Context: an optimization exercise on an open-source flow, tuned for small area, a short achievable clock period and few clock cycles. The choices shown serve that exercise and are no tape-out recipe. In this exercise RTL edits were held to simulation tests only and were not proved equivalent to the original. In every run shown here, the design's own scripts or RTL, not TritonCTS, make the clock network. The clock port is modelled as an ideal driver, which makes a skipped or thinned clock tree look cheaper than it is; a real chip needs a root buffer or a tree. Power is estimated from default activity; no workload was simulated.

## design/flow/design.v

```verilog
module conv_window_gen #(
  parameter int unsigned IMG_W  = 30,
  parameter int unsigned IMG_H  = 30,
  parameter int unsigned PIX_W  = 48,
  parameter int unsigned ADDR_W = 10
) (
  input  logic                 clk,
  input  logic                 rst,
  input  logic                 start,
  output logic                 rom_en,
  output logic [ADDR_W-1:0]    rom_addr,
  input  logic [PIX_W-1:0]     rom_data,
  output logic                 win_valid,
  input  logic                 win_ready,
  output logic [9*PIX_W-1:0]   win_data,
  output logic [4:0]           win_row,
  output logic [4:0]           win_col,
  output logic                 busy,
  output logic                 done
);
  localparam int unsigned NPix   = IMG_W * IMG_H;
  localparam int unsigned Depth  = 2 * IMG_W + 3;
  localparam int unsigned NPush  = NPix + IMG_W + 1;    
  localparam int unsigned CntW   = $clog2(NPush + 1);
  localparam int unsigned NMask  = 8;                   
  localparam int unsigned MaskW  = PIX_W / NMask;       
  localparam logic [CntW-1:0]   LastPix  = CntW'(NPix - 1);
  localparam logic [CntW-1:0]   LastPush = CntW'(NPush - 1);
  localparam logic [CntW-1:0]   PreWin   = CntW'(IMG_W);
  localparam logic [ADDR_W-1:0] LastAddr = ADDR_W'(NPix - 1);
  localparam logic [4:0]        ColLast  = 5'(IMG_W - 1);
  localparam logic [4:0]        ColPre   = 5'(IMG_W - 2);
  localparam logic [4:0]        RowPre   = 5'(IMG_H - 2);
  logic              busy_q, done_q;
  logic              en_q, vld_q;
  logic [ADDR_W-1:0] addr_q;
  logic [CntW-1:0]   pix_q;             
  logic              ph_data_q;         
  logic              ph_flush_q;        
  logic              fin_q;             
  logic              win_on_q;          
  logic              win_valid_q;
  logic [4:0]        row_q, col_q;
  logic [8:0]        mask_q [NMask];    
  logic [PIX_W-1:0]  sr_q [Depth];
  logic can_push, push, lost, load_win, last_hs, accept;
  assign can_push = !win_valid_q || win_ready;
  assign push     = can_push && ((ph_data_q && vld_q) || ph_flush_q);
  assign lost     = ph_data_q && vld_q && !can_push;
  assign load_win = push && win_on_q;
  assign last_hs  = fin_q && win_valid_q && win_ready;
  assign accept   = start && !busy_q && !done_q;
  logic [4:0] row_n, col_n;
  logic       row_end, col_pre, row_wrap, row_pre;
  assign row_end  = (col_q == ColLast);
  assign col_pre  = (col_q == ColPre);
  assign row_wrap = (row_q == 5'h1f);
  assign row_pre  = (row_q == RowPre);
  assign col_n    = row_end ? 5'd0 : col_q + 1'b1;
  assign row_n    = row_end ? row_q + 1'b1 : row_q;
  logic [8:0] mask_n [NMask];
  for (genvar c = 0; c < NMask; c++) begin : g_mask_n
    logic top_n, bot_n, lft_n, rgt_n;
    assign lft_n = mask_q[c][5];
    assign rgt_n = !mask_q[c][5] && col_pre;
    assign top_n = mask_q[c][5] ? row_wrap : mask_q[c][1];
    assign bot_n = mask_q[c][5] ? row_pre  : mask_q[c][7];
    assign mask_n[c] = {bot_n | rgt_n, bot_n, bot_n | lft_n,
                        rgt_n,         1'b0,  lft_n,
                        top_n | rgt_n, top_n, top_n | lft_n};
  end
  always_ff @(posedge clk or posedge rst) begin
    if (rst) begin
      busy_q      <= 1'b0;
      done_q      <= 1'b0;
      en_q        <= 1'b0;
      vld_q       <= 1'b0;
      addr_q      <= '0;
      pix_q       <= '0;
      ph_data_q   <= 1'b0;
      ph_flush_q  <= 1'b0;
      fin_q       <= 1'b0;
      win_on_q    <= 1'b0;
      win_valid_q <= 1'b0;
      row_q       <= '0;
      col_q       <= '0;
    end else begin
      done_q <= last_hs;
      if (accept) begin
        busy_q     <= 1'b1;
        en_q       <= 1'b1;
        vld_q      <= 1'b0;
        addr_q     <= '0;
        pix_q      <= '0;
        ph_data_q  <= 1'b1;
        ph_flush_q <= 1'b0;
        fin_q      <= 1'b0;
        win_on_q   <= 1'b0;
        row_q      <= 5'h1f;
        col_q      <= ColLast;
      end else begin
        if (last_hs) busy_q <= 1'b0;
        vld_q <= en_q && !lost;
        if (lost) begin
          en_q   <= 1'b1;
          addr_q <= pix_q[ADDR_W-1:0];
        end else if (en_q) begin
          en_q   <= (addr_q != LastAddr);
          addr_q <= addr_q + 1'b1;
        end
        if (push) begin
          pix_q <= pix_q + 1'b1;
          if (pix_q == LastPix) begin
            ph_data_q  <= 1'b0;
            ph_flush_q <= 1'b1;
          end
          if (pix_q == LastPush) begin
            ph_flush_q <= 1'b0;
            fin_q      <= 1'b1;
          end
          if (pix_q == PreWin) win_on_q <= 1'b1;
        end
        if (load_win) begin
          row_q  <= row_n;
          col_q  <= col_n;
        end
      end
      if (load_win) win_valid_q <= 1'b1;
      else if (win_ready) win_valid_q <= 1'b0;
    end
  end
  always_ff @(posedge clk) begin
    for (int c = 0; c < NMask; c++) begin
      if (accept) mask_q[c] <= 9'b000_100_000;
      else if (load_win) mask_q[c] <= mask_n[c];
    end
  end
  always_ff @(posedge clk) begin
    if (push) begin
      sr_q[0] <= ~rom_data;
      for (int t = 1; t < Depth; t++) sr_q[t] <= sr_q[t-1];
    end
  end
  for (genvar i = 0; i < 3; i++) begin : g_row
    for (genvar j = 0; j < 3; j++) begin : g_col
      localparam int unsigned TapIJ = 2 * IMG_W + 2 - i * IMG_W - j;
      for (genvar c = 0; c < NMask; c++) begin : g_slice
        assign win_data[PIX_W*(3*i+j) + MaskW*c +: MaskW] =
            ~(sr_q[TapIJ][MaskW*c +: MaskW] | {MaskW{mask_q[c][3*i+j]}});
      end
    end
  end
  assign rom_en    = en_q;
  assign rom_addr  = addr_q;
  assign win_valid = win_valid_q;
  assign win_row   = row_q;
  assign win_col   = col_q;
  assign busy      = busy_q;
  assign done      = done_q;
endmodule
```

## design/flow/flow/run.sh

```bash
#!/bin/bash
# Layout flow: the standard ORFS flow (standard.sh, standard synthesis unchanged) with
#  - its own clock tree (flow/pre_cts.tcl, run as ORFS's PRE_CTS_TCL hook): a balanced tree of
#    clkbuf_16 built by recursive bisection of the flip-flops, with four roots on the clock
#    port, in place of TritonCTS's H-tree; ORFS's CTS step then legalizes and repairs timing
#    as usual;
#  - plain buffers (sky130 buf_1, upsized by timing repair where needed) on every port.
# make's full output goes to flow_make.log here; each ORFS step logs under orfs/logs/.
set -euo pipefail
export PRE_CTS_TCL="$PWD/flow/pre_cts.tcl"
export BUFFER_PORTS_ARGS="-buffer_cell sky130_fd_sc_hd__buf_1"
bash standard.sh > flow_make.log 2>&1
```

## design/flow/flow/pre_cts.tcl

```tcl
proc ctree_split {items maxn} {
  if {[llength $items] <= $maxn} { return [list $items] }
  set xs {}; set ys {}
  foreach it $items { lappend xs [lindex $it 1]; lappend ys [lindex $it 2] }
  set xs [lsort -real $xs]; set ys [lsort -real $ys]
  set dx [expr {[lindex $xs end] - [lindex $xs 0]}]
  set dy [expr {[lindex $ys end] - [lindex $ys 0]}]
  set k [expr {$dx >= $dy ? 1 : 2}]
  set s [lsort -real -index $k $items]
  set n [llength $s]
  # split sizes in multiples of maxn when possible, to keep groups full
  set ng [expr {int(ceil(double($n) / $maxn))}]
  set h [expr {int(round(double($ng) / 2.0)) * $n / $ng}]
  return [concat [ctree_split [lrange $s 0 [expr {$h - 1}]] $maxn] [ctree_split [lrange $s $h end] $maxn]]
}
proc ctree_centroid {items} {
  set sx 0.0; set sy 0.0
  foreach it $items { set sx [expr {$sx + [lindex $it 1]}]; set sy [expr {$sy + [lindex $it 2]}] }
  set n [llength $items]
  return [list [expr {int($sx / $n)}] [expr {int($sy / $n)}]]
}
proc ctree_level {block master nodes groupn tag} {
  # nodes: list of {iterm-or-inst x y}; returns list of {inst x y} of new buffers
  set groups [ctree_split $nodes $groupn]
  set out {}
  set i 0
  foreach g $groups {
    lassign [ctree_centroid $g] cx cy
    set inst [odb::dbInst_create $block $master "ctree_${tag}_$i"]
    $inst setLocation [expr {$cx - 2000}] [expr {$cy - 1360}]
    $inst setPlacementStatus PLACED
    set net [odb::dbNet_create $block "ctree_${tag}_net_$i"]
    $net setSigType CLOCK
    [$inst findITerm X] connect $net
    foreach s $g {
      set o [lindex $s 0]
      if {[string match "*dbITerm*" $o]} { $o disconnect; $o connect $net } else { [$o findITerm A] connect $net }
    }
    lappend out [list $inst $cx $cy]
    incr i
  }
  puts "ctree: level $tag: [llength $out] buffers"
  return $out
}
proc ctree_build {sizes nroot bufname} {
  # sizes: fanout of each buffer level from the leaves up; the top level is sized to give nroot buffers
  set db [ord::get_db]
  set block [ord::get_db_block]
  set master [$db findMaster $bufname]
  set clknet [$block findNet clk]
  set nodes {}
  foreach it [$clknet getITerms] {
    set inst [$it getInst]
    set bb [$inst getBBox]
    lappend nodes [list $it [expr {([$bb xMin] + [$bb xMax]) / 2}] [expr {([$bb yMin] + [$bb yMax]) / 2}]]
  }
  puts "ctree: [llength $nodes] sinks"
  set lv 0
  foreach n $sizes {
    set nodes [ctree_level $block $master $nodes $n "l$lv"]
    incr lv
  }
  set rn [expr {int(ceil(double([llength $nodes]) / $nroot))}]
  set nodes [ctree_level $block $master $nodes $rn "l$lv"]
  foreach r $nodes { [[lindex $r 0] findITerm A] connect $clknet }
}

ctree_build {24 6} 4 sky130_fd_sc_hd__clkbuf_16
set_propagated_clock [all_clocks]
rename clock_tree_synthesis ""
proc clock_tree_synthesis {args} { puts "clock tree built by flow/pre_cts.tcl; TritonCTS skipped" }
```

## design/flow/standard.sh

```bash
#!/bin/bash
# synth_recipe.tcl (not shown) runs the flow's synth.tcl, then flattens the netlist and writes it again
# the make line also repeats each setting of config.mk as NAME=value (left out here)
make -C /OpenROAD-flow-scripts/flow DESIGN_CONFIG=/design/flow/config.mk WORK_HOME=/design/flow/orfs CLKGATE_MAP_FILE= SYNTH_SCRIPT=/design/flow/synth_recipe.tcl "${@:-finish}"
```

## design/flow/config.mk

```make
export PLATFORM = sky130hd
export DESIGN_NAME = conv_window_gen
export DESIGN_NICKNAME = conv_window_gen
export VERILOG_FILES = /design/flow/design.v
export SDC_FILE = /design/flow/constraint.sdc
export NUM_CORES = 4
export LEC_CHECK = 0
export CAP_MARGIN = 20
export CORE_ASPECT_RATIO = 3.0
export CORE_MARGIN = 2
export CORE_UTILIZATION = 62
export SETUP_SLACK_MARGIN = 2.65
export SLEW_MARGIN = 20
```

## design/flow/constraint.sdc

```tcl
create_clock -name core_clock -period 5.0 [get_ports {clk}]
set_input_delay 1.0000 -clock core_clock [delete_from_list [all_inputs] [get_ports {clk}]]
set_output_delay 1.0000 -clock core_clock [all_outputs]
set_load 0.01 [all_outputs]
```

==> reports/metrics.csv, run 1 <==
metric,value,unit
critical path type,in -> reg,
Yosys top cell area share,93.4,%
RSZ-0062 raised after global routing,true,
DR WL met3,6.59,mm
Worst Slack Setup Final,2600,ps
pre-CTS setup slack,1650,ps
P_leak,0.0363,uW
crit path DAT,2590,ps
Worst Skew,54.1,ps
largest cells by area after synthesis,"edfxtp_1 93%, nor2_1 1.6%, dfxtp_1 1.3%",
Synth Warn #,4,
highest routed layer,met4,
area grow syn2layout,11.3,%
Metal-1 WL,62.9,mm
worst hold path type,reg -> reg,
GP Congestion,0.727,
Post-synth EDFFs,3024,
Worst Path Buf+Inv,4,
Core ar.,156000,um2
# rows,251,
largest net degree at the start of global routing,220,
Total GRT Usage,16.0,%
first-pass iteration count of the detailed router,7,
setup tns final,0,ps
Total Die Area,160000,um2
endpoints failing hold,0,
syn avg cell area,24.3,um2
DR DRC count,0,
Synth Register Bits,3127,
Post-Route WL,135,mm
Slew HR,39.6,%
"Reg clk slew, reported paths",80,ps
Die Span X,233,um
Worst-Skew Late Latency,580,ps
Iter 0 DRT Violations,3229,
Initial Utilization,62.4,%
"setup slack, reg-to-reg",2660,ps
layout cell share with drive strength beyond 1,13.7,%
WL met2,62.5,mm
top_reg_cell synth,edfxtp_1,
final hold slack,394,ps
DR vias/cell,5.40,
"Net Count, Synth",4067,
family with the most delay on the worst path,buffers and inverters,
Max rail drop VDD,716,uV
register area share after synthesis,95.7,%
CP max-delay cell,buf_16,
mapped cell area,97200,um2
Post-synth ARST share,1.25,%
Layout Nets,4800,
Ports,508,
"Hold-fix buffers, CTS",0,
hold depth,0,
Fillers,9688,
critical-path cell list,buf_1 -> nor2b_2 -> nor2_4 -> buf_12 -> buf_12 -> buf_16,
Worst path depth,6,
Max Cap Viol,0,
vias in the first global route,34600,
FF-to-FF path depth,5,
Buffers on Ports,507,
Post-Syn Instances,4006,
status,finished clean,
crit path max fanout,179,
Worst-Margin Slew,902,ps
Max Slew Vio Count,0,
post-route cell area,108000,um2
required time of the critical path,5180,ps
initial antenna violation count,3,
f_max,416,MHz
PwrDens,727,nW/um2
routed wire length per instance,20.0,um
DPL Wire Length,75.5,mm
Crit. End Element,register,
Synth area leader,edfxtp_1,
post-route ant nets,0,
first-pass GRT wire length,199,mm
Die Y,690,um
Cell variety after synth,50,
final setup vio count,0,
peak per-stage delay on the critical path,560,ps
post-layout minimum cycle time,2400,ps
Tcrit/Tclk final,48.0,%
total gr overflow,0,
most frequent CP cell,buf_12,
crit start category,primary input,
placed cell area,102000,um2
routed via count,36500,
[final timing paths]
kind / from / end
min in group asynchronous: rst / col_q[3]
setup / recovery: win_ready / sr_q[52][21]
hold reg to reg: sr_q[6][45] / sr_q[7][45]
max in group asynchronous: rst / en_q
hold / removal: sr_q[6][45] / sr_q[7][45]
setup reg to reg: win_valid_q / sr_q[52][21]
[worst register-to-register path, stage by stage (launching register included)]
cell	delay, ps
dfrtp_1	410
nor2b_2	240
nor2_4	200
buf_12	130
buf_12	210
buf_16	570
[area by class of cell]
class	instances	area, um2	share of cell area, %
Sequential cell	3127	93300	86.2
Timing Repair Buffer	624	4020	3.72
Buffer	157	3930	3.63
Multi-Input combinational cell	725	4010	3.71
Antenna cell	1	2.50	0.00231
Tap cell	2024	2530	2.34
Inverter	104	390	0.361
[logic make-up (layout without fill, tap and decap cells)]
kind of cell,count (synthesis),after routing,synth area share [%]
compound gates,97,97,0.668
other cells,0,1,0
buf+inv,157,885,0.656
flops,3127,3127,95.7
xor+xnor,17,17,0.153
fa+ha+maj,9,9,0.116
mux,17,17,0.175
simple gates,582,585,2.49
[timing repair]
action | 4_1_cts | 5_1_grt
setup buffers | 27 | 16
setup endpoints to repair | 2775 | 2027
pin swaps | 41 | 18
endpoints found under the hold margin | 0 | 0
resized for setup | 289 | 250
cloned | 2 | 10
[where the power goes]
| part | internal (uW) | switching, uW | total, uW |
|---|---|---|---|
| Sequential | 47700 | 4390 | 52100 |
| Combinational | 3400 | 10600 | 14000 |
| Clock | 5640 | 6940 | 12600 |
[cells in the mapped netlist, types with 5 or more instances]
cell type / number
dfxtp_1: 64
nand4_1: 9
xor2_1: 5
nand2b_1: 10
ha_1: 9
buf_2: 12
nor2_1: 427
nand2_1: 69
clkbuf_1: 36
o211ai_1: 11
and3_1: 6
a211oi_1: 14
o21ai_0: 12
o311ai_1: 5
or3_1: 5
xnor2_1: 12
dfrtp_1: 39
mux2i_1: 17
edfxtp_1: 3024
a221o_1: 8
a21oi_1: 33
inv_1: 104
nor3_1: 22
nand3_1: 13
[layout by cell type, fill, tap and decap left out, types with 32 or more instances in the layout]
master	Yosys	routed
edfxtp_1	3024	3024
nor2_1	427	340
buf_1	0	309
clkbuf_16	0	165
clkbuf_2	0	111
inv_1	104	103
nand2_1	69	69
buf_4	1	69
buf_6	4	49
nor2_4	0	47
dfxtp_4	0	47
buf_2	12	42
nor2_2	1	41
dfrtp_1	39	33
a21oi_1	33	32
[through the flow]
| stage | instances | util (%) | power (uW) |
|---|---|---|---|
| 2_1_floorplan | 4006 | - | 37800 |
| 3_3_place_gp | 6548 | 65.6 | 64300 |
| 3_5_place_dp | 6548 | 65.6 | 65100 |
| 4_1_cts | 6734 | 68.8 | 78800 |
| 5_1_grt | 6761 | 69.4 | 82700 |
| 6_report | 6762 | 69.4 | 78700 |
[registers in the layout, indices dropped and copies added, names as in the netlist]
signal	flops
done_q	1
mask_q	64
en_q	1
row_q	5
addr_q	10
ph_data_q	1
col_q	5
fin_q	1
win_on_q	1
vld_q	1
win_valid_q	1
busy_q	1
pix_q	10
sr_q	3024
ph_flush_q	1
[metal layers]
layer	track usage, %	vias to the layer above
met1	25.1	18600
met2	24.8	902
met3	2.19	174
met4	3.33	0
li1	-	16800
met5	0	-
Testbench counts, summed over its fixed seeds: cycles 22,456.
==> inputs of run 2 (changes only) <==
--- a/design/flow/design.v
+++ b/design/flow/design.v
@@ -87,7 +87,7 @@
     end else begin
       done_q <= last_hs;
-      if (accept) begin
-        busy_q     <= 1'b1;
-        en_q       <= 1'b1;
+      if (!busy_q) begin
+        busy_q     <= accept;
+        en_q       <= accept;
         vld_q      <= 1'b0;
         addr_q     <= '0;
@@ -132,5 +132,5 @@
   always_ff @(posedge clk) begin
     for (int c = 0; c < NMask; c++) begin
-      if (accept) mask_q[c] <= 9'b000_100_000;
+      if (!busy_q) mask_q[c] <= 9'b000_100_000;
       else if (load_win) mask_q[c] <= mask_n[c];
     end
--- a/design/flow/config.mk
+++ b/design/flow/config.mk
@@ -10,4 +10,4 @@
 export CORE_MARGIN = 2
 export CORE_UTILIZATION = 62
-export SETUP_SLACK_MARGIN = 2.65
+export SETUP_SLACK_MARGIN = 2.6
 export SLEW_MARGIN = 20
==> reports/metrics.csv, run 2 <==
metric,value,unit
Core ar.,156000,um2
Pint,43200,uW
mapped cell area,97200,um2
Fillers,9804,
area occupied by multi-input gates,3630,um2
vias in the first global route,34800,
Max Cap Viol,0,
first-pass GRT wire length,202,mm
crit start category,register,
Largest regs,"sr_q: 3024 flops, mask_q: 64 flops",
max FFs per register,3024,
CP max-delay cell,edfxtp_1,
Synth Register Bits,3127,
Post-synth top cells,"3024 x edfxtp_1, 421 x nor2_1, 102 x inv_1",
Cell variety after synth,53,
"Net Count, Synth",4069,
Yosys top cell area share,93.4,%
post-route cell area,107000,um2
"Reg clk slew, reported paths",100,ps
syn avg cell area,24.2,um2
Post-Syn Instances,4008,
most frequent cells in the layout,"3024 x edfxtp_1, 448 x buf_1, 392 x nor2_1",
peak per-stage delay on the critical path,520,ps
setup tns final,0,ps
Worst-Margin Slew,820,ps
required time of the critical path,4000,ps
Die Y,690,um
placed cell area,102000,um2
P_leak,0.0343,uW
largest cells by area after synthesis,"edfxtp_1 93%, nor2_1 1.6%, dfxtp_1 1.3%",
Slew HR,45.0,%
Post-Route WL,137,mm
PwrDens,519,nW/um2
Tcrit/Tclk final,48.4,%
Post-synth EDFFs,3024,
DR vias/cell,5.40,
largest net degree at the start of global routing,197,
# rows,251,
routed wire length per instance,20.3,um
initial antenna violation count,2,
Clk pwr share,22.6,%
post-route ant nets,0,
area grow syn2layout,10.6,%
Synth area leader,edfxtp_1,
register area share after synthesis,95.8,%
Crit. End Element,output port,
Buffers on Ports,507,
Worst-Skew Late Latency,560,ps
DR DRC count,0,
Combinational Power Share,8.3,%
endpoints failing hold,0,
Worst Skew,46.8,ps
Iter 0 DRT Violations,3378,
f_max,413,MHz
first-pass iteration count of the detailed router,5,
crit path max fanout,2,
Initial Utilization,62.4,%
Power Total,55800,uW
post-layout minimum cycle time,2420,ps
P_sw,12600,uW
GP Congestion,0.752,
RSZ-0062 raised after global routing,true,
Synth Warn #,4,
Sw Share,22.5,%
most common cell in the netlist,edfxtp_1,
Reg with most FFs,sr_q,
Total Die Area,160000,um2
critical path type,reg -> out,
register area,93200,um2
Max Slew Vio Count,0,
Die Span X,233,um
DPL Wire Length,77.3,mm
Flop pwr share,69.1,%
worst hold path type,in -> async,
status,finished clean,
routed via count,36500,
"Hold-fix buffers, CTS",0,
"leading cell type in the layout, fill and taps excluded",edfxtp_1,
Total GRT Usage,16.4,%
critical-path cell list,nor2_4 -> buf_6,
Ports,508,
Post-synth ARST share,1.25,%
Layout Nets,4804,
layout cell share with drive strength beyond 1,9.43,%
total gr overflow,0,
Max rail drop VDD,342,uV
crit path DAT,1420,ps
top_reg_cell synth,edfxtp_1,
final setup vio count,0,
## run 2: cell types whose count changed after synthesis, sizes merged, moves of 5 or more
cell    previous run  this run
nand2             73        56
o21ai             12        29
mux2i             17         1
nand3             13        27
nand4             11        20
nor2             428       421
clkbuf            36        41
nor4               5         0
## run 2: per-stage QoR
step | setup WS, ps | utilization [%] | hold slack, ps | std cells
after global routing | 2520 | 69.0 | 377 | 6765
final | 2580 | 69.0 | 398 | 6766
after CTS | 2520 | 68.7 | 363 | 6746
after global placement | 1590 | 65.7 | 400 | 6562
after detailed placement | 1560 | 65.7 | 405 | 6562
after floorplan | -4220 | - | 400 | 4008
## run 2: area by class of cell
class | instances | area share, %
flip-flops and latches | 3127 | 86.7
plain buffers | 157 | 3.65
repair buffers | 631 | 3.53
multi-input cells | 723 | 3.38
well taps | 2024 | 2.36
inverters | 103 | 0.362
diodes | 1 | 0.00233
## run 2: worst paths after layout
path / cells after the start / slack, ps / start / end
worst max-delay path: 2 / 2580 / sr_q[30][18] / win_data[258]
min in group core_clock: 0 / 400 / sr_q[54][47] / sr_q[55][47]
worst min register to register: 0 / 400 / sr_q[54][47] / sr_q[55][47]
max in group asynchronous: 3 / 3730 / rst / busy_q
worst min-delay path: 2 / 400 / rst / col_q[1]
worst max register to register: 5 / 2700 / ph_data_q / sr_q[49][2]
## run 2: power groups by stage
stage / combinational (uW) / clock (uW) / sequential [uW]
after floorplan: 2680 / 0 / 39800
after global placement: 4180 / 0 / 38900
after detailed placement: 4360 / 0 / 39100
after CTS: 4510 / 13100 / 38700
after global routing: 5180 / 14000 / 39100
final: 4650 / 12600 / 38500
## run 2: cells by family after synthesis
| family | share of synthesized area, % |
|---|---|
| muxes | 0.0103 |
| and+or+nand+nor | 2.50 |
| DFF | 95.8 |
| adders and majority gates | 0.116 |
| buffers and inverters | 0.675 |
| AOI/OAI and AO/OA | 0.806 |
| xor gates and xnor gates | 0.135 |
## run 2: layer usage
layer	up-vias	part of all wire (%)	GRT usage [%]	wire length, um
met5	-	0	0	0
met2	907	46	25.2	63400
met4	0	2.3	3.46	3130
met1	18600	47	25.9	64100
met3	181	4.8	2.26	6600
li1	16800	-	-	-
## run 2: what timing repair did
action | CTS | global route
setup endpoints to repair | 3192 | 1397
pin swaps | 7 | 4
gates resized for setup | 173 | 57
setup buffers | 25 | 7
gates cloned | 2 | 12
## run 2: critical path, delay by kind of cell, from the launching register on
| family | cells | cell delay (ps) |
|---|---|---|
| flops | 1 | 520 |
| simple gates | 1 | 200 |
| buf+inv | 1 | 130 |
Testbench counts of run 2, summed over its fixed seeds: cycles 22,456.
==> inputs of run 3 (changes only) <==
--- a/design/flow/design.v
+++ b/design/flow/design.v
@@ -45,6 +45,8 @@
   logic [PIX_W-1:0]  sr_q [Depth];
   logic can_push, push, lost, load_win, last_hs, accept;
+  logic have_q;                         
+  logic hnv_q;                          
   assign can_push = !win_valid_q || win_ready;
-  assign push     = can_push && ((ph_data_q && vld_q) || ph_flush_q);
+  assign push     = hnv_q || (have_q && win_ready);
   assign lost     = ph_data_q && vld_q && !can_push;
   assign load_win = push && win_on_q;
@@ -130,4 +132,22 @@
     end
   end
+  logic vld_d, ph_data_d, ph_flush_d, win_valid_d, have_d;
+  always_comb begin
+    vld_d      = busy_q && en_q && !lost;
+    ph_data_d  = !busy_q || (ph_data_q && !(push && pix_q == LastPix));
+    ph_flush_d = busy_q && (push ? ((pix_q == LastPix) || (ph_flush_q && pix_q != LastPush))
+                                 : ph_flush_q);
+    win_valid_d = load_win || (win_valid_q && !win_ready);
+    have_d      = (ph_data_d && vld_d) || ph_flush_d;
+  end
+  always_ff @(posedge clk or posedge rst) begin
+    if (rst) begin
+      have_q <= 1'b0;
+      hnv_q  <= 1'b0;
+    end else begin
+      have_q <= have_d;
+      hnv_q  <= have_d && !win_valid_d;
+    end
+  end
   always_ff @(posedge clk) begin
     for (int c = 0; c < NMask; c++) begin
==> reports/metrics.csv, run 3 <==
metric,value,unit
status,finished clean,
largest net degree at the start of global routing,194,
Post-synth ARST share,1.31,%
DR vias/cell,5.37,
max FFs per register,3024,
GR Util met2,23.8,%
most common cell in the netlist,edfxtp_1,
Die Span X,233,um
"leading cell type in the layout, fill and taps excluded",edfxtp_1,
Placed Cells,6548,
crit start category,register,
register area share after synthesis,95.9,%
Worst-Skew Late Latency,600,ps
routed via count,36200,
Crit. End Element,output port,
Layout Nets,4774,
RSZ-0062 raised after global routing,true,
Max rail drop VDD,381,uV
GP Congestion,0.765,
"Cell Count, Final, Fillers Out",6735,
Antenna diodes,0,
vias in the first global route,34400,
routed wire length per instance,19.7,um
Total Die Area,160000,um2
Cell variety after synth,45,
GR Layer Usage met3,2.36,%
Synth Warn #,4,
crit path DAT,1440,ps
Initial Utilization,62.4,%
required time of the critical path,4000,ps
Largest regs,"sr_q: 3024 flops, mask_q: 64 flops",
post-layout minimum cycle time,2440,ps
Die Y,690,um
post-route ant nets,0,
Post-Route WL,133,mm
first-pass GRT wire length,196,mm
Total GRT Usage,15.7,%
Fillers,9834,
setup tns final,0,ps
# rows,251,
Synth Register Bits,3129,
total gr overflow,0,
syn avg cell area,24.2,um2
P_leak,0.0359,uW
Core ar.,156000,um2
Post-synth top cells,"3024 x edfxtp_1, 440 x nor2_1, 105 x inv_1",
Yosys top cell area share,93.5,%
PwrDens,621,nW/um2
met1 Usage GRT,24.6,%
worst hold path type,reg -> reg,
top_reg_cell synth,edfxtp_1,
layout cell share with drive strength beyond 1,8.21,%
most crowded layer after global routing,met1,
Max Cap Viol,0,
initial antenna violation count,5,
Tcrit/Tclk final,48.8,%
Ports,508,
Synth area leader,edfxtp_1,
Util after Layout,68.6,%
DPL Wire Length,73.8,mm
Iter 0 DRT Violations,3137,
Worst Skew,48.3,ps
mapped cell area,97100,um2
Buffers on Ports,507,
endpoints failing hold,0,
Post-synth EDFFs,3024,
critical path type,reg -> out,
Slew HR,41.2,%
area grow syn2layout,9.98,%
DR DRC count,0,
final setup vio count,0,
largest cells by area after synthesis,"edfxtp_1 93%, nor2_1 1.7%, dfxtp_1 1.3%",
"Net Count, Synth",4083,
most frequent cells in the layout,"3024 x edfxtp_1, 459 x buf_1, 424 x nor2_1",
Worst-Margin Slew,882,ps
first-pass iteration count of the detailed router,5,
Post-Syn Instances,4022,
"Reg clk slew, reported paths",80,ps
crit path max fanout,2,
Max Slew Vio Count,0,
Reg with most FFs,sr_q,
f_max,410,MHz
-- run 3: changes by cell type in the layout (fill, tap and decap cells not counted), sizes merged, moves of 12 or more --
cell / delta
buf: -59
nor2: +19
a21oi: +14
nand2: +13
o21ai: -12
-- run 3: critical path, cell delays in order (launching register included) --
cell and delay, ps:
edfxtp_1 560, nor2_1 170, buf_2 150
-- run 3: power breakdown --
| part | switching (uW) | leakage (uW) | internal [uW] | total [uW] |
|---|---|---|---|---|
| sequential | 4370 | 0.0303 | 43200 | 47600 |
| clock | 6920 | 0.00193 | 5640 | 12600 |
| combinational | 4510 | 0.00362 | 1640 | 6150 |
-- run 3: cells by family (layout without fill, tap and decap cells) --
kind of cell | Yosys count | after routing | synth area share, %
AO/OA/AOI/OAI | 107 | 107 | 0.694
XOR/XNOR | 21 | 21 | 0.189
adder cells (fa/ha/maj) | 9 | 9 | 0.116
buffers and inverters | 162 | 848 | 0.652
flip-flops | 3129 | 3129 | 95.9
multiplexers | 2 | 2 | 0.0206
AND/OR/NAND/NOR | 592 | 595 | 2.48
-- run 3: final cells by class --
cell class | instances | area, um2 | area share [%]
repair inverters | 3 | 26.3 | 0.0246
multi-input cells | 734 | 3530 | 3.31
plain buffers | 157 | 3930 | 3.68
inverters | 107 | 430 | 0.403
flip-flops and latches | 3129 | 93300 | 87.3
repair buffers | 581 | 3080 | 2.89
well taps | 2024 | 2530 | 2.37
-- run 3: what timing repair did --
| action | in CTS | in global routing |
|---|---|---|
| setup buffers | 7 | 8 |
| resized for setup | 144 | 67 |
| cloned | 6 | 9 |
| hold buffers | 0 | 0 |
| setup endpoints to repair | 2454 | 1233 |
| pin swaps | 2 | 5 |
-- run 3: final timing paths --
path | from | end | slack, ps | depth (start not counted)
max | sr_q[30][17] | win_data[257] | 2560 | 2
min | sr_q[5][38] | sr_q[6][38] | 390 | 0
max reg2reg | row_q[0] | mask_q[5][7] | 2870 | 5
min reg2reg | sr_q[5][38] | sr_q[6][38] | 390 | 0
max in group asynchronous | rst | en_q | 4090 | 3
min in group asynchronous | rst | row_q[0] | 500 | 3
-- run 3: layer usage --
metal	routed length (um)	share of wire [%]
met3	6820	5.1
met1	61100	46
met4	4060	3.1
met2	60700	46
met5	11	0.0083
-- run 3: metrics by stage --
| step | hold slack, ps | setup slack [ps] | cell area [um2] | total power [uW] |
|---|---|---|---|---|
| floorplan | 400 | -5580 | 97200 | 51200 |
| global placement | 400 | 1700 | 102000 | 53300 |
| detailed placement | 405 | 1650 | 102000 | 53800 |
| CTS | 389 | 2540 | 106000 | 67000 |
| global route | 405 | 2510 | 107000 | 69500 |
| finish | 387 | 2560 | 107000 | 66300 |
Testbench counts of run 3, summed over its fixed seeds: cycles 22,456.
==> inputs of run 4 (changes only) <==
--- a/design/flow/flow/run.sh
+++ b/design/flow/flow/run.sh
@@ -5,8 +5,13 @@
 #    port, in place of TritonCTS's H-tree; ORFS's CTS step then legalizes and repairs timing
 #    as usual;
+#  - a fanout cap of 40 on every net (flow/fanout.tcl, run before global placement, resizing,
+#    CTS and global routing), so that high-fanout nets are split into small buffered nets;
 #  - plain buffers (sky130 buf_1, upsized by timing repair where needed) on every port.
 # make's full output goes to flow_make.log here; each ORFS step logs under orfs/logs/.
 set -euo pipefail
 export PRE_CTS_TCL="$PWD/flow/pre_cts.tcl"
+export PRE_GLOBAL_PLACE_TCL="$PWD/flow/fanout.tcl"
+export PRE_RESIZE_TCL="$PWD/flow/fanout.tcl"
+export PRE_GLOBAL_ROUTE_TCL="$PWD/flow/fanout.tcl"
 export BUFFER_PORTS_ARGS="-buffer_cell sky130_fd_sc_hd__buf_1"
 bash standard.sh > flow_make.log 2>&1
==> design/flow/flow/fanout.tcl (new file) <==
# Hook for ORFS's placement, resizing, CTS and global-route steps: cap net fanout at 40 so
# that repair_design splits the shift register's enable net into small nets.
set_max_fanout 40 [current_design]
--- a/design/flow/flow/pre_cts.tcl
+++ b/design/flow/flow/pre_cts.tcl
@@ -66,4 +66,5 @@
 }
 
+set_max_fanout 40 [current_design]
 ctree_build {24 6} 4 sky130_fd_sc_hd__clkbuf_16
 set_propagated_clock [all_clocks]
--- a/design/flow/config.mk
+++ b/design/flow/config.mk
@@ -10,4 +10,4 @@
 export CORE_MARGIN = 2
 export CORE_UTILIZATION = 62
-export SETUP_SLACK_MARGIN = 2.6
+export SETUP_SLACK_MARGIN = 2.75
 export SLEW_MARGIN = 20
==> reports/metrics.csv, run 4 <==
metric,value,unit
status,finished clean,
Antenna diodes,0,
max FFs per register,3024,
f_max,421,MHz
Layout Nets,4978,
Core ar.,156000,um2
top_reg_cell synth,edfxtp_1,
Yosys top cell area share,93.5,%
P_leak,0.0384,uW
Die Span X,233,um
final setup vio count,0,
Synth area leader,edfxtp_1,
Worst Skew,63.6,ps
syn avg cell area,24.2,um2
endpoints failing hold,0,
"Reg clk slew, reported paths",90,ps
first-pass iteration count of the detailed router,6,
Die Y,690,um
PwrDens,620,nW/um2
"Net Count, Synth",4083,
Total GRT Usage,16.7,%
initial antenna violation count,0,
post-route ant nets,0,
Post-synth top cells,"3024 x edfxtp_1, 440 x nor2_1, 105 x inv_1",
mapped cell area,97100,um2
"Hold-fix buffers, CTS",0,
most common cell in the netlist,edfxtp_1,
final hold slack,389,ps
crit path max fanout,2,
register area share after synthesis,95.9,%
Worst-Margin Slew,647,ps
r2r startpoint,have_q,
hold path startpoint,sr_q[17][38],
DR DRC count,0,
post-layout minimum cycle time,2380,ps
DR vias/cell,5.37,
Total Die Area,160000,um2
largest net degree at the start of global routing,41,
# rows,251,
Post-Route WL,139,mm
setup tns final,0,ps
critical path type,reg -> out,
Largest regs,"sr_q: 3024 flops, mask_q: 64 flops",
CP Launch Point,sr_q[30][17],
first-pass GRT wire length,208,mm
Post-Syn Instances,4022,
routed wire length per instance,20.1,um
Synth Register Bits,3129,
GP Congestion,0.755,
Synth Warn #,4,
Max Cap Viol,0,
DPL Wire Length,79.4,mm
largest cells by area after synthesis,"edfxtp_1 93%, nor2_1 1.7%, dfxtp_1 1.3%",
most frequent cells in the layout,"3024 x edfxtp_1, 295 x buf_2, 212 x buf_4",
Worst-Skew Late Latency,580,ps
Initial Utilization,62.4,%
Slew HR,56.6,%
Crit. End Element,output port,
worst hold path type,reg -> reg,
Tcrit/Tclk final,47.5,%
Buffers on Ports,507,
Cell variety after synth,45,
RSZ-0062 raised after global routing,true,
Max Slew Vio Count,0,
Max rail drop VDD,432,uV
vias in the first global route,36100,
crit start category,register,
routed via count,37300,
Iter 0 DRT Violations,3095,
crit path DAT,1380,ps
total gr overflow,0,
required time of the critical path,4000,ps
Post-synth ARST share,1.31,%
area grow syn2layout,14.1,%
layout cell share with drive strength beyond 1,24.9,%
Reg with most FFs,sr_q,
Post-synth EDFFs,3024,
Ports,508,
"leading cell type in the layout, fill and taps excluded",edfxtp_1,
run 4: metrics by stage:
step                instance area (um2)  utilization, %  setup slack, ps  cells  power, uW
global route                     111000            71.2             2560   6939      71900
global placement                 102000            65.7             1370   6622      53500
detailed placement               102000            65.7             1260   6622      54000
CTS                              109000            70.2             2560   6881      68700
finish                           111000            71.2             2620   6939      68700
floorplan                         97200               -            -5580   4022      51200
run 4: cell families (layout without fill, tap and decap cells):
family,count (synthesis),after routing,share of synthesized area [%]
compound gates,107,107,0.694
buf+inv,162,1054,0.652
xor+xnor,21,21,0.189
mux,2,2,0.0206
flops,3129,3129,95.9
fa+ha+maj,9,9,0.116
simple gates,592,593,2.48
run 4: final cells by class:
class / count / area, um2
Fill cell: 9339 / 44900
Multi-Input combinational cell: 732 / 4570
Buffer: 157 / 3930
Inverter: 107 / 409
Timing Repair Buffer: 789 / 6030
Sequential cell: 3129 / 93400
Timing Repair inverter: 1 / 6.26
Tap cell: 2024 / 2530
run 4: worst paths after layout:
path | end | slack (ps) | cells after the start
worst min-delay path | sr_q[18][38] | 390 | 0
min in group asynchronous | row_q[0] | 460 | 2
max in group asynchronous | pix_q[2] | 3740 | 3
worst max register to register | sr_q[39][41] | 2970 | 6
worst min register to register | sr_q[18][38] | 390 | 0
worst max-delay path | win_data[257] | 2620 | 2
run 4: what timing repair did:
item                                     CTS  global route
pin swaps                                206            71
gates cloned                               5             1
resized for setup                        885           319
endpoints found under the setup margin  2671           576
setup buffers                             97            57
run 4: layer usage:
layer  vias to the layer above  global-route usage [%]  wire, um
li1                      17100                       -         -
met1                     19000                    26.1     63500
met2                       997                    26.1     65400
met3                       175                    2.26      7440
met4                         0                    3.44      3060
met5                         -                       0         0
run 4: report_power, final:
part / leakage, uW / switching [uW] / internal (uW)
Clock: 0.00193 / 6960 / 5640
Sequential: 0.0303 / 4670 / 43300
Combinational: 0.00608 / 4960 / 3190
Total: 0.0384 / 16600 / 52100
run 4: critical path, cell delays in order, from the launching register on:
cell,delay (ps)
edfxtp_1,500
nor2_2,150
buf_2,150
==> inputs of run 5 (changes only) <==
--- a/design/flow/config.mk
+++ b/design/flow/config.mk
@@ -10,4 +10,4 @@
 export CORE_MARGIN = 2
 export CORE_UTILIZATION = 62
-export SETUP_SLACK_MARGIN = 2.75
+export SETUP_SLACK_MARGIN = 2.6
 export SLEW_MARGIN = 20
==> reports/metrics.csv, run 5 <==
metric,value,unit
RSZ-0062 raised after global routing,true,
highest routed layer,met4,
Buffers on Ports,507,
Synth Warn #,4,
first-pass iteration count of the detailed router,6,
WL met2,62.1,mm
setup tns final,0,ps
required time of the critical path,4000,ps
"setup slack, reg-to-reg",2760,ps
Layout Nets,4831,
"leading cell type in the layout, fill and taps excluded",edfxtp_1,
worst hold path type,reg -> reg,
Post-Syn Instances,4022,
most frequent cells in the layout,"3024 x edfxtp_1, 474 x buf_1, 423 x nor2_1",
Ports,508,
mux contribution to synthesized area,0.0206,%
Crit. End Element,output port,
Die Y,690,um
post-route ant nets,0,
Max Slew Vio Count,0,
Worst-Skew Late Latency,580,ps
register area share after synthesis,95.9,%
GP Congestion,0.755,
layout cell share with drive strength beyond 1,8.98,%
DR WL met3,7.15,mm
Metal-1 WL,62.6,mm
Post-Synth XOR/XNOR Area,0.189,%
Cell variety after synth,45,
post-synthesis adder-cell area fraction,0.116,%
top_reg_cell synth,edfxtp_1,
simple-gate share of the synthesized area,2.48,%
Total Die Area,160000,um2
area grow syn2layout,10.3,%
Synth area leader,edfxtp_1,
max FFs per register,3024,
"Net Count, Synth",4083,
total gr overflow,0,
register area,93300,um2
critical path type,reg -> out,
PwrDens,620,nW/um2
initial antenna violation count,0,
Util after Layout,68.8,%
Slew HR,46.0,%
crit path max fanout,2,
crit path DAT,1380,ps
Fillers,9750,
final setup vio count,0,
post-layout minimum cycle time,2380,ps
Reg with most FFs,sr_q,
Largest regs,"sr_q: 3024 flops, mask_q: 64 flops",
Iter 0 DRT Violations,3103,
f_max,421,MHz
Tcrit/Tclk final,47.5,%
P_leak,0.0361,uW
compound-cell area share of the yosys netlist,0.694,%
largest family of logic cells by synthesized area,simple AND/OR/NAND/NOR gates,
"Hold-fix buffers, CTS",0,
largest cells by area after synthesis,"edfxtp_1 93%, nor2_1 1.7%, dfxtp_1 1.3%",
Synth Register Bits,3129,
Total GRT Usage,16.4,%
most common cell in the netlist,edfxtp_1,
status,finished clean,
routed wire length per instance,19.9,um
DR DRC count,0,
routed via count,36700,
largest net degree at the start of global routing,41,
Worst Skew,62.3,ps
Initial Utilization,62.4,%
syn avg cell area,24.2,um2
Yosys top cell area share,93.5,%
Max Cap Viol,0,
Antenna diodes,0,
Max rail drop VDD,396,uV
DR vias/cell,5.40,
mapped cell area,97100,um2
DPL Wire Length,79.4,mm
vias in the first global route,35600,
endpoints failing hold,0,
placed cell area,102000,um2
Post-synth EDFFs,3024,
Die Span X,233,um
"Reg clk slew, reported paths",90,ps
first-pass GRT wire length,204,mm
# rows,251,
Post-Route WL,135,mm
Core ar.,156000,um2
post-route cell area,107000,um2
Post-synth top cells,"3024 x edfxtp_1, 440 x nor2_1, 105 x inv_1",
area occupied by multi-input gates,3470,um2
Post-synth ARST share,1.31,%
crit start category,register,
Worst-Margin Slew,808,ps
## run 5: cell count changes in the layout (fill, tap and decap cells not counted), sizes merged
cell    delta
bufbuf     -3
buf      -142
inv        -1
nand4b     -1
## run 5: stage by stage
step	worst slack, ps	total power (uW)	hold slack (ps)	instances
finish	2620	66500	386	6792
CTS	2520	67300	381	6788
global route	2560	69700	393	6792
global placement	1370	53500	400	6622
detailed placement	1260	54000	405	6622
floorplan	-5580	51200	400	4022
## run 5: cell type report
type | count | area share (%)
multi-input combinational | 731 | 3.24
sequential | 3129 | 87.0
tap | 2024 | 2.36
timing repair buffer | 644 | 3.33
buffer | 157 | 3.67
inverter | 107 | 0.382
## run 5: timing repair
action,CTS,global route
cloned,1,1
setup endpoints to repair,2431,1265
buffers inserted,8,3
gates resized for setup,212,73
## run 5: kinds of logic after synthesis
kind of cell / after synthesis
flip-flops: 3129
AND/OR/NAND/NOR: 592
buffers and inverters: 162
AO/OA/AOI/OAI: 107
XOR/XNOR: 21
adder cells (fa/ha/maj): 9
multiplexers: 2
## run 5: critical path, cell delays in order, from the launching register on
cell and delay (ps):
edfxtp_1 510, nor2_2 140, buf_2 150
## run 5: layer usage
layer	up-vias	track usage [%]
met4	0	3.63
met2	965	25.3
li1	16800	-
met3	178	2.33
met5	-	0
met1	18700	25.6
## run 5: worst paths after layout
kind,cells after the start,to,startpoint
worst min-delay path,0,sr_q[14][17],sr_q[13][17]
worst min register to register,0,sr_q[14][17],sr_q[13][17]
worst max register to register,6,mask_q[1][5],col_q[1]
min in group asynchronous,2,row_q[0],rst
worst max-delay path,2,win_data[257],sr_q[30][17]
max in group asynchronous,3,pix_q[2],rst
## run 5: power by group
part / internal (uW) / total (uW) / switching [uW]
logic: 1750 / 6290 / 4540
registers: 43200 / 47600 / 4410
clock network: 5640 / 12600 / 6940
==> inputs of run 6 (changes only) <==
--- a/design/flow/config.mk
+++ b/design/flow/config.mk
@@ -7,7 +7,7 @@
 export LEC_CHECK = 0
 export CAP_MARGIN = 20
-export CORE_ASPECT_RATIO = 3.0
+export CORE_ASPECT_RATIO = 4.0
 export CORE_MARGIN = 2
-export CORE_UTILIZATION = 62
+export CORE_UTILIZATION = 70
 export SETUP_SLACK_MARGIN = 2.6
 export SLEW_MARGIN = 20
==> reports/metrics.csv, run 6 <==
metric,value,unit
Initial Utilization,70.4,%
"Net Count, Synth",4083,
mapped cell area,97100,um2
first-pass GRT wire length,204,mm
Post-synth EDFFs,3024,
"Reg clk slew, reported paths",80,ps
Die Y,749,um
vias in the first global route,35400,
Cell variety after synth,45,
"leading cell type in the layout, fill and taps excluded",edfxtp_1,
f_max,421,MHz
DR DRC count,0,
Pint,50600,uW
crit path DAT,2630,ps
Post-Syn Instances,4022,
P_sw,16000,uW
max FFs per register,3024,
Post-synth top cells,"3024 x edfxtp_1, 440 x nor2_1, 105 x inv_1",
Layout Nets,4832,
largest cells by area after synthesis,"edfxtp_1 93%, nor2_1 1.7%, dfxtp_1 1.3%",
PwrDens,623,nW/um2
most common cell in the netlist,edfxtp_1,
Flop pwr share,71.9,%
Ports,508,
Crit. End Element,register,
final setup vio count,0,
Fillers,7246,
Worst Slack Setup Final,2620,ps
Clk pwr share,18.8,%
syn avg cell area,24.2,um2
critical path type,in -> reg,
Total GRT Usage,18.7,%
Synth area leader,edfxtp_1,
initial antenna violation count,2,
hold depth,0,
RSZ-0062 raised after global routing,true,
routed via count,36600,
Reg with most FFs,sr_q,
largest net degree at the start of global routing,41,
pre-CTS setup slack,1010,ps
most frequent cells in the layout,"3024 x edfxtp_1, 489 x buf_1, 431 x nor2_1",
Core ar.,138000,um2
Post-Route WL,138,mm
Slew HR,43.6,%
Post-synth ARST share,1.31,%
Largest regs,"sr_q: 3024 flops, mask_q: 64 flops",
Worst Skew,44.7,ps
required time of the critical path,5260,ps
Synth Warn #,4,
worst hold path type,reg -> reg,
DPL Wire Length,77.8,mm
# rows,273,
Max rail drop VDD,481,uV
Yosys top cell area share,93.5,%
Iter 0 DRT Violations,3094,
area grow syn2layout,9.96,%
crit path max fanout,38,
Die Span X,190,um
Worst-Skew Late Latency,580,ps
status,finished clean,
endpoints failing hold,0,
Worst-Margin Slew,842,ps
post-layout minimum cycle time,2380,ps
routed wire length per instance,21.0,um
post-route ant nets,0,
Synth Register Bits,3129,
Max Cap Viol,0,
Buffers on Ports,507,
DR vias/cell,5.58,
P_leak,0.0360,uW
layout cell share with drive strength beyond 1,8.49,%
Total Die Area,143000,um2
crit start category,primary input,
Sw Share,24.0,%
Tcrit/Tclk final,47.5,%
first-pass iteration count of the detailed router,6,
Max Slew Vio Count,0,
total gr overflow,0,
register area share after synthesis,95.9,%
top_reg_cell synth,edfxtp_1,
FF-to-FF path depth,6,
setup tns final,0,ps
Combinational Power Share,9.3,%
GP Congestion,0.745,
"Hold-fix buffers, CTS",0,
[run 6: final timing paths]
check / from / to / slack (ps)
max in group asynchronous: rst / pix_q[2] / 3670
setup reg to reg: col_q[0] / mask_q[5][5] / 2740
hold / removal: sr_q[13][3] / sr_q[14][3] / 400
setup / recovery: win_ready / sr_q[39][24] / 2620
hold reg to reg: sr_q[13][3] / sr_q[14][3] / 400
min in group asynchronous: rst / addr_q[5] / 500
[run 6: final cells by class]
class	instances	area [um2]	share of cell area [%]
Buffer	157	3930	3.68
Tap cell	1787	2240	2.09
Timing Repair Buffer	645	3500	3.28
Sequential cell	3129	93300	87.3
Inverter	107	428	0.401
Antenna cell	1	2.50	0.00234
Multi-Input combinational cell	731	3470	3.25
[run 6: per-layer routing]
metal	part of all wire, %	routed length (um)	global-route usage, %
met4	2.3	3130	3.90
met2	49	67200	30.4
met3	5.2	7170	2.19
met5	0	0	0
met1	44	60200	28.4
[run 6: timing repair]
item | 4_1_cts | 5_1_grt
cloned | 1 | 0
pin swaps | 0 | 1
endpoints found under the setup margin | 2943 | 1123
setup buffers | 8 | 8
gates resized for setup | 173 | 72
[run 6: power by group through the flow]
stage / combinational, uW / clock (uW) / sequential (uW)
after floorplan: 3770 / 0 / 47400
after global placement: 5610 / 0 / 47800
after detailed placement: 5870 / 0 / 48000
after CTS: 6120 / 12900 / 48000
after global routing: 6910 / 13700 / 48900
final: 6200 / 12500 / 47800
[run 6: cell families (layout without fill, tap and decap cells)]
logic type	count (synthesis)	after routing	share of synthesized area, %
DFF	3129	3129	95.9
and+or+nand+nor	592	592	2.48
buffers and inverters	162	909	0.652
AOI/OAI and AO/OA	107	107	0.694
xor gates and xnor gates	21	21	0.189
adders and majority gates	9	9	0.116
muxes	2	2	0.0206
other	0	1	0
[run 6: critical path, stage by stage]
cell,delay [ps]
buf_1,200
a21oi_4,120
bufinv_16,330
buf_16,210
buf_16,230
buf_8,250
buf_12,240
[run 6: per-stage QoR]
step                      instances  hold WS [ps]  total power (uW)  utilization [%]  instance area [um2]
after floorplan                4022           400             51200                -                97200
after global placement         6382           400             53400             73.9               102000
after global routing           6556           411             69500             77.4               107000
final                          6557           396             66600             77.4               107000
after detailed placement       6382           405             53900             73.9               102000
after CTS                      6548           402             67000             77.2               107000
==> inputs of run 7 (changes only) <==
--- a/design/flow/flow/pre_cts.tcl
+++ b/design/flow/flow/pre_cts.tcl
@@ -67,5 +67,5 @@
 
 set_max_fanout 40 [current_design]
-ctree_build {24 6} 4 sky130_fd_sc_hd__clkbuf_16
+ctree_build {28 6} 4 sky130_fd_sc_hd__clkbuf_16
 set_propagated_clock [all_clocks]
 rename clock_tree_synthesis ""
--- a/design/flow/config.mk
+++ b/design/flow/config.mk
@@ -7,7 +7,7 @@
 export LEC_CHECK = 0
 export CAP_MARGIN = 20
-export CORE_ASPECT_RATIO = 4.0
+export CORE_ASPECT_RATIO = 2.0
 export CORE_MARGIN = 2
-export CORE_UTILIZATION = 70
+export CORE_UTILIZATION = 62
 export SETUP_SLACK_MARGIN = 2.6
 export SLEW_MARGIN = 20
==> reports/metrics.csv, run 7 <==
metric,value,unit
status,finished clean,
largest cells by area after synthesis,"edfxtp_1 93%, nor2_1 1.7%, dfxtp_1 1.3%",
Cell variety after synth,45,
Synth Warn #,4,
endpoints failing hold,0,
Fillers,9747,
Post-Route WL,138,mm
Synth area leader,edfxtp_1,
required time of the critical path,4000,ps
Total Die Area,160000,um2
# rows,205,
first-pass iteration count of the detailed router,5,
post-layout minimum cycle time,2430,ps
GP Congestion,0.759,
final setup vio count,0,
Die Y,564,um
Post-Syn Instances,4022,
Layout Nets,4831,
Util after Layout,68.7,%
RSZ-0062 raised after global routing,true,
Worst-Skew Late Latency,590,ps
crit path DAT,1430,ps
P_leak,0.0360,uW
Initial Utilization,62.4,%
vias in the first global route,35100,
Iter 0 DRT Violations,3320,
Ports,508,
layout cell share with drive strength beyond 1,10.3,%
PwrDens,616,nW/um2
area grow syn2layout,10.1,%
DPL Wire Length,84.5,mm
Slew HR,45.0,%
Synth Register Bits,3129,
crit start category,register,
Post-synth EDFFs,3024,
worst hold path type,in -> async,
Post-synth ARST share,1.31,%
Max rail drop VDD,361,uV
initial antenna violation count,6,
"Reg clk slew, reported paths",110,ps
Tcrit/Tclk final,48.7,%
syn avg cell area,24.2,um2
critical path type,reg -> out,
total gr overflow,0,
setup tns final,0,ps
most frequent cells in the layout,"3024 x edfxtp_1, 442 x buf_1, 392 x nor2_1",
routed wire length per instance,20.2,um
routed via count,36600,
Die Span X,284,um
Post-synth top cells,"3024 x edfxtp_1, 440 x nor2_1, 105 x inv_1",
Power Total,65900,uW
Buffers on Ports,507,
f_max,411,MHz
"leading cell type in the layout, fill and taps excluded",edfxtp_1,
mapped cell area,97100,um2
first-pass GRT wire length,206,mm
Largest regs,"sr_q: 3024 flops, mask_q: 64 flops",
Yosys top cell area share,93.5,%
Total GRT Usage,16.6,%
largest net degree at the start of global routing,41,
"setup slack, reg-to-reg",2880,ps
Max Cap Viol,0,
Core ar.,156000,um2
max FFs per register,3024,
crit path max fanout,2,
Max Slew Vio Count,0,
DR DRC count,0,
Worst-Margin Slew,820,ps
most common cell in the netlist,edfxtp_1,
register area share after synthesis,95.9,%
top_reg_cell synth,edfxtp_1,
DR vias/cell,5.35,
Reg with most FFs,sr_q,
"Net Count, Synth",4083,
Worst Skew,82.7,ps
post-route ant nets,0,
Crit. End Element,output port,
## run 7: kinds of logic after synthesis
logic type                 share of synthesized area (%)
DFF                                                 95.9
and+or+nand+nor                                     2.48
buffers and inverters                              0.652
AOI/OAI and AO/OA                                  0.694
xor gates and xnor gates                           0.189
adders and majority gates                          0.116
muxes                                             0.0206
## run 7: timing repair
action                                  4_1_cts  5_1_grt
cloned                                        1        1
endpoints found under the setup margin     2325     1216
hold buffers                                  0        0
resized for setup                           258       78
setup buffers                                17       14
pin swaps                                    15       17
## run 7: worst paths after layout
path	depth (start not counted)	start	end
worst max register to register	4	busy_q	hnv_q
min in group core_clock	0	sr_q[7][47]	sr_q[8][47]
worst min register to register	0	sr_q[7][47]	sr_q[8][47]
max in group asynchronous	3	rst	busy_q
worst max-delay path	2	sr_q[30][37]	win_data[277]
worst min-delay path	2	rst	row_q[0]
## run 7: power breakdown
part | internal (uW) | total [uW] | switching (uW) | leakage (uW)
clock | 4880 | 11600 | 6760 | 0.00166
combinational | 1910 | 6690 | 4780 | 0.00397
sequential | 43200 | 47600 | 4400 | 0.0303
## run 7: area by class of cell
type,count,area [um2],area share (%)
timing repair buffer,666,3640,3.40
sequential,3129,93300,87.2
antenna,1,2.50,0.00234
buffer,135,3380,3.16
tap,2070,2590,2.42
multi-input combinational,731,3690,3.45
inverter,107,409,0.382
## run 7: metal layers
metal / vias up / global-route usage (%) / share of wire [%]
li1: 16800 / - / -
met1: 18700 / 26.5 / 48
met2: 879 / 25.5 / 45
met3: 177 / 2.16 / 4.9
met4: 0 / 3.04 / 2.0
met5: - / 0 / 0
## run 7: metrics by stage
step / cells / hold slack (ps) / area [um2] / setup WS (ps)
2_1_floorplan: 4022 / 400 / 97200 / -5580
3_3_place_gp: 6670 / 400 / 102000 / 1460
3_5_place_dp: 6670 / 405 / 102000 / 1370
4_1_cts: 6823 / 250 / 107000 / 2470
5_1_grt: 6838 / 292 / 107000 / 2500
6_report: 6839 / 283 / 107000 / 2570
## run 7: critical path, stage by stage, from the launching register on
cell and delay (ps):
edfxtp_1 550, nor2_2 180, buf_6 140
==> inputs of run 8 (changes only) <==
--- a/design/flow/config.mk
+++ b/design/flow/config.mk
@@ -7,5 +7,5 @@
 export LEC_CHECK = 0
 export CAP_MARGIN = 20
-export CORE_ASPECT_RATIO = 2.0
+export CORE_ASPECT_RATIO = 3.0
 export CORE_MARGIN = 2
 export CORE_UTILIZATION = 62
==> reports/metrics.csv, run 8 <==
metric,value,unit
final setup vio count,0,
RSZ-0062 raised after global routing,true,
Total GRT Usage,16.2,%
pre-CTS setup slack,1260,ps
f_max,421,MHz
routed via count,36600,
Worst Slack Setup Final,2630,ps
crit path max fanout,2,
peak per-stage delay on the critical path,520,ps
Initial Utilization,62.4,%
status,finished clean,
Buffers on Ports,507,
DPL Wire Length,79.4,mm
Worst-Skew Late Latency,570,ps
PwrDens,614,nW/um2
FF-to-FF path depth,6,
Post-synth EDFFs,3024,
top_reg_cell synth,edfxtp_1,
Max rail drop VDD,433,uV
GR Util met2,25.0,%
Layout Nets,4813,
post-layout minimum cycle time,2370,ps
# rows,251,
largest net degree at the start of global routing,41,
Antenna diodes,0,
Synth Warn #,4,
Cell variety after synth,45,
post-route ant nets,0,
worst hold path type,reg -> reg,
area occupied by multi-input gates,3480,um2
GP Congestion,0.755,
Ports,508,
Largest regs,"sr_q: 3024 flops, mask_q: 64 flops",
critical path type,reg -> out,
GR Layer Usage met3,2.13,%
Placed Cells,6622,
critical-path cell list,nor2_2 -> buf_2,
crit start category,register,
Iter 0 DRT Violations,3329,
CP Launch Point,sr_q[30][17],
syn avg cell area,24.2,um2
most crowded layer after global routing,met1,
mapped cell area,97100,um2
Post-synth ARST share,1.31,%
"setup slack, reg-to-reg",2780,ps
first-pass iteration count of the detailed router,5,
register area share after synthesis,95.9,%
Post-Route WL,135,mm
Worst path depth,2,
reg-to-reg critical path endpoint,mask_q[1][5],
"leading cell type in the layout, fill and taps excluded",edfxtp_1,
setup tns final,0,ps
Worst Skew,52.4,ps
layout cell share with drive strength beyond 1,8.76,%
Synth Register Bits,3129,
Reg with most FFs,sr_q,
Crit. End Element,output port,
register area,93300,um2
Max Cap Viol,0,
max FFs per register,3024,
crit path DAT,1370,ps
Core ar.,156000,um2
"Reg clk slew, reported paths",90,ps
Post-synth top cells,"3024 x edfxtp_1, 440 x nor2_1, 105 x inv_1",
P_leak,0.0359,uW
CP max-delay cell,edfxtp_1,
required time of the critical path,4000,ps
final hold slack,390,ps
Fillers,9796,
Max Slew Vio Count,0,
most common cell in the netlist,edfxtp_1,
family with the most delay on the worst path,flip-flops,
endpoints failing hold,0,
Total Die Area,160000,um2
initial antenna violation count,1,
most frequent cells in the layout,"3024 x edfxtp_1, 470 x buf_1, 421 x nor2_1",
first-pass GRT wire length,202,mm
critical path endpoint,win_data[257],
met1 Usage GRT,25.3,%
largest cells by area after synthesis,"edfxtp_1 93%, nor2_1 1.7%, dfxtp_1 1.3%",
DR DRC count,0,
vias in the first global route,35300,
Post-Syn Instances,4022,
area grow syn2layout,9.85,%
DR vias/cell,5.40,
Slew HR,44.9,%
"Net Count, Synth",4083,
Die Span X,233,um
Power Total,65600,uW
total gr overflow,0,
Tcrit/Tclk final,47.5,%
r2r startpoint,col_q[1],
"Hold-fix buffers, CTS",0,
Worst Path Buf+Inv,1,
Synth area leader,edfxtp_1,
Die Y,690,um
Worst-Margin Slew,822,ps
"Cell Count, Final, Fillers Out",6774,
Yosys top cell area share,93.5,%
routed wire length per instance,19.9,um
-- run 8: worst min path at each step --
stage	slack, ps	from	cells after the start	end
4_1_cts	400	sr_q[18][40]	0	sr_q[19][40]
3_5_place_dp	400	sr_q[9][1]	0	sr_q[10][1]
2_1_floorplan	400	sr_q[9][0]	0	sr_q[10][0]
6_report	390	sr_q[14][40]	0	sr_q[15][40]
5_1_grt	410	sr_q[14][40]	0	sr_q[15][40]
3_3_place_gp	400	sr_q[27][42]	0	sr_q[28][42]
-- run 8: what timing repair did --
action                                   CTS  global route
cloned                                     1             1
pin swaps                                  0             0
buffers inserted                           8             7
endpoints found under the setup margin  2440          1192
gates resized for setup                  221            75
-- run 8: cells by family after synthesis --
kind of cell	Yosys count	synth area share, %
fa+ha+maj	9	0.116
flops	3129	95.9
simple gates	592	2.48
mux	2	0.0206
xor+xnor	21	0.189
buf+inv	162	0.652
compound gates	107	0.694
-- run 8: stage by stage --
step                utilization (%)  cell area (um2)
floorplan                         -            97200
global placement               65.7           102000
detailed placement             65.7           102000
CTS                            68.3           106000
global route                   68.5           107000
finish                         68.5           107000
-- run 8: cell type report --
type | instances | area share [%]
buffer | 135 | 3.17
timing repair buffer | 648 | 3.41
multi-input combinational | 731 | 3.26
tap | 2024 | 2.37
sequential | 3129 | 87.4
inverter | 107 | 0.383
-- run 8: where the power goes --
part	switching (uW)	internal, uW
Clock	6760	4890
Combinational	4570	1790
Sequential	4390	43200
Total	15700	49900
-- run 8: metal layers --
metal,part of all wire (%),wire length (um),vias up
met4,2.6,3480,0
met3,5.0,6780,178
met2,45,61000,948
met5,0,0,-
li1,-,-,16800
met1,47,63300,18700
==> inputs of run 9 (changes only) <==
--- a/design/flow/config.mk
+++ b/design/flow/config.mk
@@ -9,5 +9,5 @@
 export CORE_ASPECT_RATIO = 3.0
 export CORE_MARGIN = 2
-export CORE_UTILIZATION = 62
+export CORE_UTILIZATION = 66
 export SETUP_SLACK_MARGIN = 2.6
 export SLEW_MARGIN = 20
==> reports/metrics.csv, run 9 <==
metric,value,unit
required time of the critical path,5250,ps
Post-synth ARST share,1.31,%
CP Launch Point,win_ready,
status,finished clean,
area grow syn2layout,9.44,%
critical path type,in -> reg,
largest net degree at the start of global routing,41,
Synth area leader,edfxtp_1,
peak per-stage delay on the critical path,250,ps
Post-synth EDFFs,3024,
Die Span X,226,um
Metal-1 WL,60.9,mm
DPL Wire Length,78.0,mm
endpoints failing hold,0,
initial antenna violation count,0,
Total GRT Usage,16.8,%
syn avg cell area,24.2,um2
Synth Register Bits,3129,
DR DRC count,0,
top_reg_cell synth,edfxtp_1,
post-route ant nets,0,
Die Y,668,um
CP max-delay cell,buf_8,
Ports,508,
# rows,244,
layout cell share with drive strength beyond 1,8.31,%
vias in the first global route,34600,
Buffers on Ports,507,
Reg with most FFs,sr_q,
Max Cap Viol,0,
"Net Count, Synth",4083,
f_max,421,MHz
setup tns final,0,ps
routed via count,36500,
final setup vio count,0,
crit path DAT,2620,ps
DR WL met3,6.92,mm
Post-Syn Instances,4022,
Max Slew Vio Count,0,
Iter 0 DRT Violations,3399,
Crit. End Element,register,
Cell variety after synth,45,
RSZ-0062 raised after global routing,true,
Total Die Area,151000,um2
Post-synth top cells,"3024 x edfxtp_1, 440 x nor2_1, 105 x inv_1",
PwrDens,615,nW/um2
post-layout minimum cycle time,2380,ps
Worst Skew,38.2,ps
"setup slack, reg-to-reg",2910,ps
DR vias/cell,5.53,
FF-to-FF path depth,10,
highest routed layer,met4,
crit path max fanout,37,
worst hold path type,in -> async,
Synth Warn #,4,
Core ar.,147000,um2
Worst path depth,7,
Layout Nets,4815,
final hold slack,398,ps
most frequent CP cell,buf_12,
Antenna diodes,0,
P_leak,0.0357,uW
Largest regs,"sr_q: 3024 flops, mask_q: 64 flops",
WL met2,60.3,mm
"leading cell type in the layout, fill and taps excluded",edfxtp_1,
Worst-Margin Slew,791,ps
max FFs per register,3024,
Slew HR,47.0,%
Post-Route WL,132,mm
GP Congestion,0.760,
total gr overflow,0,
most common cell in the netlist,edfxtp_1,
Worst Slack Setup Final,2620,ps
Worst-Skew Late Latency,550,ps
Yosys top cell area share,93.5,%
first-pass GRT wire length,196,mm
Worst Path Buf+Inv,6,
pre-CTS setup slack,1420,ps
Max rail drop VDD,408,uV
critical-path cell list,buf_1 -> a21oi_4 -> inv_6 -> buf_16 -> buf_12 -> buf_8 -> buf_12,
first-pass iteration count of the detailed router,5,
Placed Cells,6443,
register area share after synthesis,95.9,%
crit start category,primary input,
"Reg clk slew, reported paths",100,ps
r2r startpoint,have_q,
mapped cell area,97100,um2
Tcrit/Tclk final,47.5,%
Initial Utilization,66.3,%
most frequent cells in the layout,"3024 x edfxtp_1, 486 x buf_1, 423 x nor2_1",
family with the most delay on the worst path,buffers and inverters,
"Cell Count, Final, Fillers Out",6597,
largest cells by area after synthesis,"edfxtp_1 93%, nor2_1 1.7%, dfxtp_1 1.3%",
routed wire length per instance,20.0,um
## run 9: cell counts after synthesis
No cell type changed its count.
## run 9: cell type report
type / count / area [um2]
Multi-Input combinational cell: 731 / 3510
Timing Repair Buffer: 650 / 3450
Tap cell: 1845 / 2310
Fill cell: 8569 / 40200
Inverter: 107 / 407
Sequential cell: 3129 / 93300
Buffer: 135 / 3380
## run 9: logic make-up after synthesis
group | synth area share [%]
AO/OA/AOI/OAI | 0.694
adder cells (fa/ha/maj) | 0.116
buffers and inverters | 0.652
multiplexers | 0.0206
flip-flops | 95.9
XOR/XNOR | 0.189
AND/OR/NAND/NOR | 2.48
## run 9: worst reg2reg max path, stage by stage, from the launching register on
cell     delay [ps]
dfrtp_1         410
a21oi_4         190
inv_6           130
buf_16          230
nand2_1         130
buf_8           190
buf_12          210
nor2_4           70
buf_12          170
o21ai_0         170
nand2_1          90
## run 9: final timing paths
path                                end
hold / removal                 row_q[4]
setup reg to reg           mask_q[1][5]
min in group core_clock     sr_q[10][0]
setup / recovery           sr_q[14][25]
hold reg to reg             sr_q[10][0]
max in group asynchronous        busy_q
## run 9: power by group
part / internal, uW / leakage (uW) / switching [uW]
sequential: 43200 / 0.0303 / 4340
combinational: 1710 / 0.00373 / 4590
clock: 4880 / 0.00166 / 6720
## run 9: per-stage QoR
stage	instance area, um2	total power (uW)	util [%]
2_1_floorplan	97200	51200	-
3_3_place_gp	102000	53400	69.7
3_5_place_dp	102000	53900	69.7
4_1_cts	106000	66000	72.3
5_1_grt	106000	68400	72.6
6_report	106000	65400	72.6
## run 9: repair_timing
item	4_1_cts	5_1_grt
hold buffers	0	0
pin swaps	1	4
gates resized for setup	178	58
buffers inserted	3	14
endpoints found under the hold margin	0	0
setup endpoints to repair	2152	921
gates cloned	0	1
## run 9: metal layers
| layer | global-route usage [%] | vias up |
|---|---|---|
| li1 | - | 16800 |
| met1 | 26.6 | 18600 |
| met2 | 25.7 | 955 |
| met3 | 2.30 | 185 |
| met4 | 4.28 | 0 |
| met5 | 0 | - |

-- what the ideal ports hide --
Ports are ideal in the flow. The routed layouts listed here were re-timed in OpenROAD. Step 1 (the two cells are an assumption about what drives the block):
set clk [get_ports {clk}]
set_driving_cell -lib_cell sky130_fd_sc_hd__clkbuf_16 $clk
set_driving_cell -lib_cell sky130_fd_sc_hd__buf_2 [delete_from_list [all_inputs] $clk]
Step 2 moves the port delays by t, midway between the first and last clock arrival at a register: inputs arrive t later, outputs are due t later. That takes back most of the time a late clock gives input paths. Three values: no drivers, after step 1, after step 2; two values: the first two.
run | t (ns) | slack for setup (ns) | worst setup path at the end
run 1 | 0.711 | 2.598 / 2.445 / 1.999 | input to register
run 2 | 0.706 | 2.579 / 2.423 / 2.067 | input to register
run 3 | 0.713 | 2.560 / 2.407 / 2.027 | input to register
run 4 | 0.706 | 2.623 / 2.466 / 2.217 | input to register
run 5 | 0.706 | 2.624 / 2.467 / 2.085 | input to register
run 6 | 0.730 | 2.624 / 2.461 / 2.008 | input to register
run 7 | 0.698 | 2.566 / 2.419 / 2.129 | input to register
run 8 | 0.704 | 2.627 / 2.467 / 2.097 | input to register
run 9 | 0.694 | 2.625 / 2.499 / 2.022 | input to register
After both steps every run listed still meets setup and hold. For run 6, which loses most, drivers alone change the setup slack by -0.163 ns; drivers and shift together by -0.616 ns.
